Source: an optimization exercise on an open RTL-to-GDS flow (aim: small area and a short achievable clock period). Production flows keep margins and buffers that such runs may drop. Function was not checked in any run shown here: the RTL went through the layout flow alone.

==> flow/design.v (outline; a module is shown in full before it is edited, if it fits) <==
// module iir_biquad_filter: 1085 lines
// module iir_fa: 10 lines
// module iir_ha: 9 lines
module iir_biquad_filter #(
  parameter int unsigned NB   = 10,
  parameter int unsigned NC   = 10,
  parameter int unsigned FRAC = 9
) (
  input  logic                 CLK,
  input  logic                 RST,
  input  logic signed [NB-1:0] DIN,
  input  logic                 VIN,
  input  logic                 COEF_WE,
  input  logic [2:0]           COEF_ADDR,
  input  logic signed [NC-1:0] COEF_DATA,
  input  logic                 COEF_COMMIT,
  input  logic                 FLUSH,
  input  logic                 BYPASS,
  input  logic                 CLR_SAT,
  output logic signed [NB-1:0] DOUT,
  output logic                 VOUT,
  output logic                 SAT
);
  // ...
==> flow/run.sh <==
#!/bin/bash
# synth_recipe.tcl (not shown) runs the flow's synth.tcl, then flattens the netlist and writes it again
# the make line also repeats each setting of config.mk as NAME=value (left out here)
make -C /OpenROAD-flow-scripts/flow DESIGN_CONFIG=/design/flow/config.mk WORK_HOME=/design/flow/orfs CLKGATE_MAP_FILE= SYNTH_SCRIPT=/design/flow/synth_recipe.tcl finish
==> flow/config.mk <==
export PLATFORM = sky130hd
export DESIGN_NAME = iir_biquad_filter
export DESIGN_NICKNAME = iir_biquad_filter
export VERILOG_FILES = /design/flow/design.v
export SDC_FILE = /design/flow/constraint.sdc
export NUM_CORES = 4
export LEC_CHECK = 0
export ABC_AREA = 1
export CAP_MARGIN = 20
export CORE_MARGIN = 2
export CORE_UTILIZATION = 40
export SETUP_SLACK_MARGIN = 4.5
export SLEW_MARGIN = 20
export SYNTH_HIERARCHICAL = 1
export SYNTH_MINIMUM_KEEP_SIZE = 0
==> flow/constraint.sdc <==
create_clock -name core_clock -period 11.0 [get_ports {CLK}]
set_input_delay 2.2000 -clock core_clock [delete_from_list [all_inputs] [get_ports {CLK}]]
set_output_delay 2.2000 -clock core_clock [all_outputs]
set_load 0.01 [all_outputs]
==> results.yml, run 1 <==
setup_path:
  r2r-start: "act_q[3][1]"
  timing.critical_path.to: "dout_q[5]"
  critPathBufInv: 6
  crit_slowest_cell: "fa_2"
  end_kind: "flop"
  start_kind: "input port"
  max_stage_delay_ps: 590
sta:
  worst_pin_slew_ps: 968
  layout_setup_ws_ps: 4400
detailed_routing:
  wl_met1_um: 26200
  remaining_drc_errors: 0
  met3_wirelength_um: 4190
  drt_pre_antenna_iters: 5
cells_and_area:
  top_regs: "act_q (50), shd_q (50), pre_a_q (22)"
  final-clk-cell-share_pct: 2.69
  drive_above_1_share_pct: 23.3
  multi_input_area_share_pct: 61.7
  ff_latch_area_um2: 4680
  nClkBuffers: 18
  nets: 2493
synthesis:
  synth_area_leaders: "fa_1, dfrtp_1, xor2_1, o22ai_1, nand2_1"
  synthSimpleGateAreaFrac_pct: 10.6
  ys_ff_latch: 187
  synth_top_area_share_pct: 27.4
  synth_compound_area_share_pct: 14.7
clock_tree:
  cts_inserted_buffers: 17
  htree_levels: 4
  root_buffer: "clkbuf_16"
  cts.path.max_buffers: 2
flow_run:
  drv_cap: 0
grt:
  track_usage_pct: 25.2
  grt_pass1_wl_um: 94600
  grt_pass1_vias: 15887
outcome:
  status: "timing/DRC/antenna clean"
place:
  pre_cts_ws_ps: 2480
  gp_congestion: 0.970
==> inputs of run 2 (changes only) <==
==> flow/flow/run.sh (new file) <==
#!/bin/bash
# Layout flow: the standard flow (standard.sh) with two changes: the
# ports are buffered with a plain buffer cell, and timing repair only resizes
# and swaps cells (no buffer insertion or gate cloning). Each step's full
# output goes to a log file of its own in the work folder.
set -euo pipefail
bash standard.sh synth > synth.log 2>&1
bash standard.sh "BUFFER_PORTS_ARGS=-buffer_cell sky130_fd_sc_hd__buf_2" \
  "SETUP_MOVE_SEQUENCE=unbuffer,sizeup,swap" finish > layout.log 2>&1
==> flow/standard.sh (new file) <==
#!/bin/bash
# synth_recipe.tcl (not shown) runs the flow's synth.tcl, then flattens the netlist and writes it again
# the make line also repeats each setting of config.mk as NAME=value (left out here)
make -C /OpenROAD-flow-scripts/flow DESIGN_CONFIG=/design/flow/config.mk WORK_HOME=/design/flow/orfs CLKGATE_MAP_FILE= SYNTH_SCRIPT=/design/flow/synth_recipe.tcl "${@:-finish}"
removed: flow/run.sh
==> run 2 against run 1 <==
Compared with the run above: critical path depth fell by 10; still clean; clock skew rose by 3.2 ps; utilization shrank 3.5 points; sequential share of layout area up 1.6 points; global-route usage shrank 0.31 points; clock-buffer cell count is 1 higher; critical path type unchanged; first-iteration DRC count rose by 30%; non-clock buffer count fell by 117; critical endpoint is now pre_b_q[5]; final cell count fell by 4.4%.
==> results.yml, run 2 <==
place:
  pre_cts_ws_ps: 2650
  postPlaceCellArea_um2: 19900
  hpwl_um: 46000
  port_buffers: 42
  gp_congestion: 1.00
clock_tree:
  post_cts_buffers: 0
  root_buffer: "clkbuf_16"
  htree_levels: 4
  cts.path.max_buffers: 2
  cts_inserted_buffers: 17
  hold_buffers: 0
  cts_tree: "built"
  clock_latency_ps: 470
  clkTransAtPathRegs_ps: 80
  cts.sinks: 187
setup_path:
  r2r_cells: 26
  cpMostUsedCell: "fa_2"
  r2r_slack_ps: 4320
  r2r-start: "act_q[3][7]"
  max_stage_delay_ps: 530
  end_kind: "flop"
  critPathKind: "in -> reg"
  start_kind: "input port"
  r2r-end: "y1_q[1]"
  worst-endpoint-required_ps: 11400
  crit_slowest_cell: "fa_2"
  cp_max_fo: 71
  worstPathCellList: "buf_8 > buf_16 > inv_16 > or2_4 > o21ai_4 > clkinvlp_4 > ha_4 > nor2_4 > fa_1 > fa_2 > fa_1 > fa_1 > fa_2 > fa_2 > fa_2"
  cp.arrival_ps: 7260
synthesis:
  synth.area.mux_share_pct: 0
  yosysWarnings: 10
  synth_compound_area_share_pct: 14.7
  synth_ff_type: "dfrtp_1"
  yosysTopAreaCell: "fa_1"
  ys_top_cells_by_count: "nand2_1, fa_1, xor2_1"
  synthDistinctLibCells: 44
  synth_top_area_share_pct: 27.4
  syn-num-nets: 2380
  synth_area_leaders: "fa_1, dfrtp_1, xor2_1, o22ai_1, nand2_1"
  yosys.area_share.xor_xnor_pct: 11.8
  ys_ff_latch: 187
  async_reset_ff_share_pct: 100
  syn_area_um2: 19000
  yosysMostFrequentCell: "nand2_1"
  yosys.area_share.adder_pct: 31.6
  synth_top_family_by_area: "adder cells"
  synth_edf_count: 0
  postSynthAreaPerCell_um2: 9.39
  synthSimpleGateAreaFrac_pct: 10.6
  synth_seq_area_share_pct: 24.6
  synth_cells: 2025
die:
  dieWidth_um: 222
  core_area_um2: 46800
  die_height_um: 222
  io_pins: 43
  dieArea_um2: 49300
  start_util_pct: 40.7
  rows: 79
sta:
  hold_viol: 0
  min_period_over_period_pct: 62.3
  max_freq_mhz: 146
  layout_setup_ws_ps: 4150
  grt_setup_unrepaired: "true"
  worst_pin_slew_ps: 1040
  fin_crit_ps: 6850
  setup_viol: 0
  tns_ps: 0
  relSlewSlack_pct: 30.5
  report.final.slew_viol_count: 0
  fin_skew_ps: 15.1
flow_run:
  drv_cap: 0
detailed_routing:
  drtIter0Drc: 1513
  remaining_drc_errors: 0
  wl_per_cell_um: 22.7
  ant_nets: 0
  drt_pre_antenna_iters: 6
  vias_per_cell: 5.60
  routed_wl_um: 60000
  via_count: 14775
cells_and_area:
  finalInstanceArea_um2: 21500
  top_regs: "act_q (50), shd_q (50), pre_a_q (22)"
  fill_cells: 4422
  diodes: 0
  final_cell_mix: "nand2_1, fa_1, xor2_1"
  area_delta_synth_final_pct: 13.0
  final_common_cell: "nand2_1"
  nets: 2372
  drive_above_1_share_pct: 18.3
grt:
  grt_max_degree: 184
  antenna_found_initial: 1
  track_usage_pct: 24.8
  grt_overflow: 0
  grt_pass1_wl_um: 92400
  grt_pass1_vias: 15648
outcome:
  status: "timing/DRC/antenna clean"
hold_path:
  holdPathEnd: "dout_q[2]"
  min_path_cells: 2
  hold_start: "dout_q[2]"
  hold_path_class: "reg -> reg"
## run 2: how the worst max path moves through the flow
stage                      from          end  slack [ps]  depth (start not counted)
detailed placement  COEF_COMMIT  pre_b_q[11]        2650                         15
global route                VIN  pre_b_q[10]        3980                         15
finish              COEF_COMMIT   pre_b_q[5]        4150                         15
floorplan                DIN[3]    dout_q[0]        4500                         25
global placement    COEF_COMMIT  pre_b_q[11]        2780                         15
CTS                 COEF_COMMIT   pre_b_q[5]        4190                         15
## run 2: worst max-delay path: cells and delay by family
family	cells	cell delay [ps]
and+or+nand+nor	2	650
buffers and inverters	4	890
adders and majority gates	8	3320
AOI/OAI and AO/OA	1	190
## run 2: area by class of cell
class                           instances  area (um2)  share of cell area (%)
Clock inverter                         13         153                   0.710
Clock buffer                           19         453                    2.11
Tap cell                              607         759                    3.53
Inverter                              237        1010                    4.68
Timing Repair Buffer                   63         444                    2.07
Multi-Input combinational cell       1511       14000                    65.1
Sequential cell                       187        4680                    21.8
## run 2: stage by stage
| stage | hold slack (ps) | instances | utilization (%) |
|---|---|---|---|
| floorplan | 445 | 2025 | - |
| global placement | 463 | 2605 | 42.6 |
| global route | 513 | 2637 | 46.0 |
| CTS | 483 | 2637 | 45.4 |
| detailed placement | 462 | 2605 | 42.6 |
| finish | 479 | 2637 | 46.0 |
## run 2: timing repair
item / CTS / global route
pin swaps: 80 / 40
gates resized for setup: 163 / 64
setup endpoints to repair: 51 / 51
## run 2: cells by family after synthesis
kind of cell,Yosys count
AND/OR/NAND/NOR,469
AO/OA/AOI/OAI,460
buffers and inverters,327
adder cells (fa/ha/maj),324
XOR/XNOR,257
flip-flops,187
other,1
## run 2: per-module statistics from Yosys, one instance, submodules excluded
module	copies in the design	area [um2]	cells
iir_biquad_filter	1	13600	1745
iir_ha	20	12.5	1
iir_fa	260	20.0	1
## run 2: routing by layer
layer	vias to the layer above	track usage, %	wire (um)	part of all wire [%]
li1	6624	-	-	-
met1	7431	32.5	25200	42
met2	583	40.5	28300	47
met3	137	5.27	4370	7.3
met4	0	9.61	2100	3.5
met5	-	0	0	0

## static timing again, ports no longer ideal
The flow's constraints put no driver on any port. The routed layouts listed below were extracted and timed again, unchanged, in two steps.
Step 1 assumes that a clkbuf_16 drives the clock port and a buf_2 every other input.
Step 2 also shifts input and output timing later by t, the mid clock arrival at the registers, as if the neighbouring blocks saw the same clock.
a / b / c = ideal ports / drivers / drivers and shift; a / b = the first two.
run	t, ns	setup WS [ns]	slew at the worst register clock pin (ns)
run 1	0.498	4.400 / 4.426 / 3.928	0.07 / 0.07
run 2	0.516	4.147 / 4.150 / 3.634	0.08 / 0.08
After both steps every run listed still meets setup and hold. For run 2, which loses most, drivers alone change the setup slack by +0.003 ns; drivers and shift together by -0.513 ns.
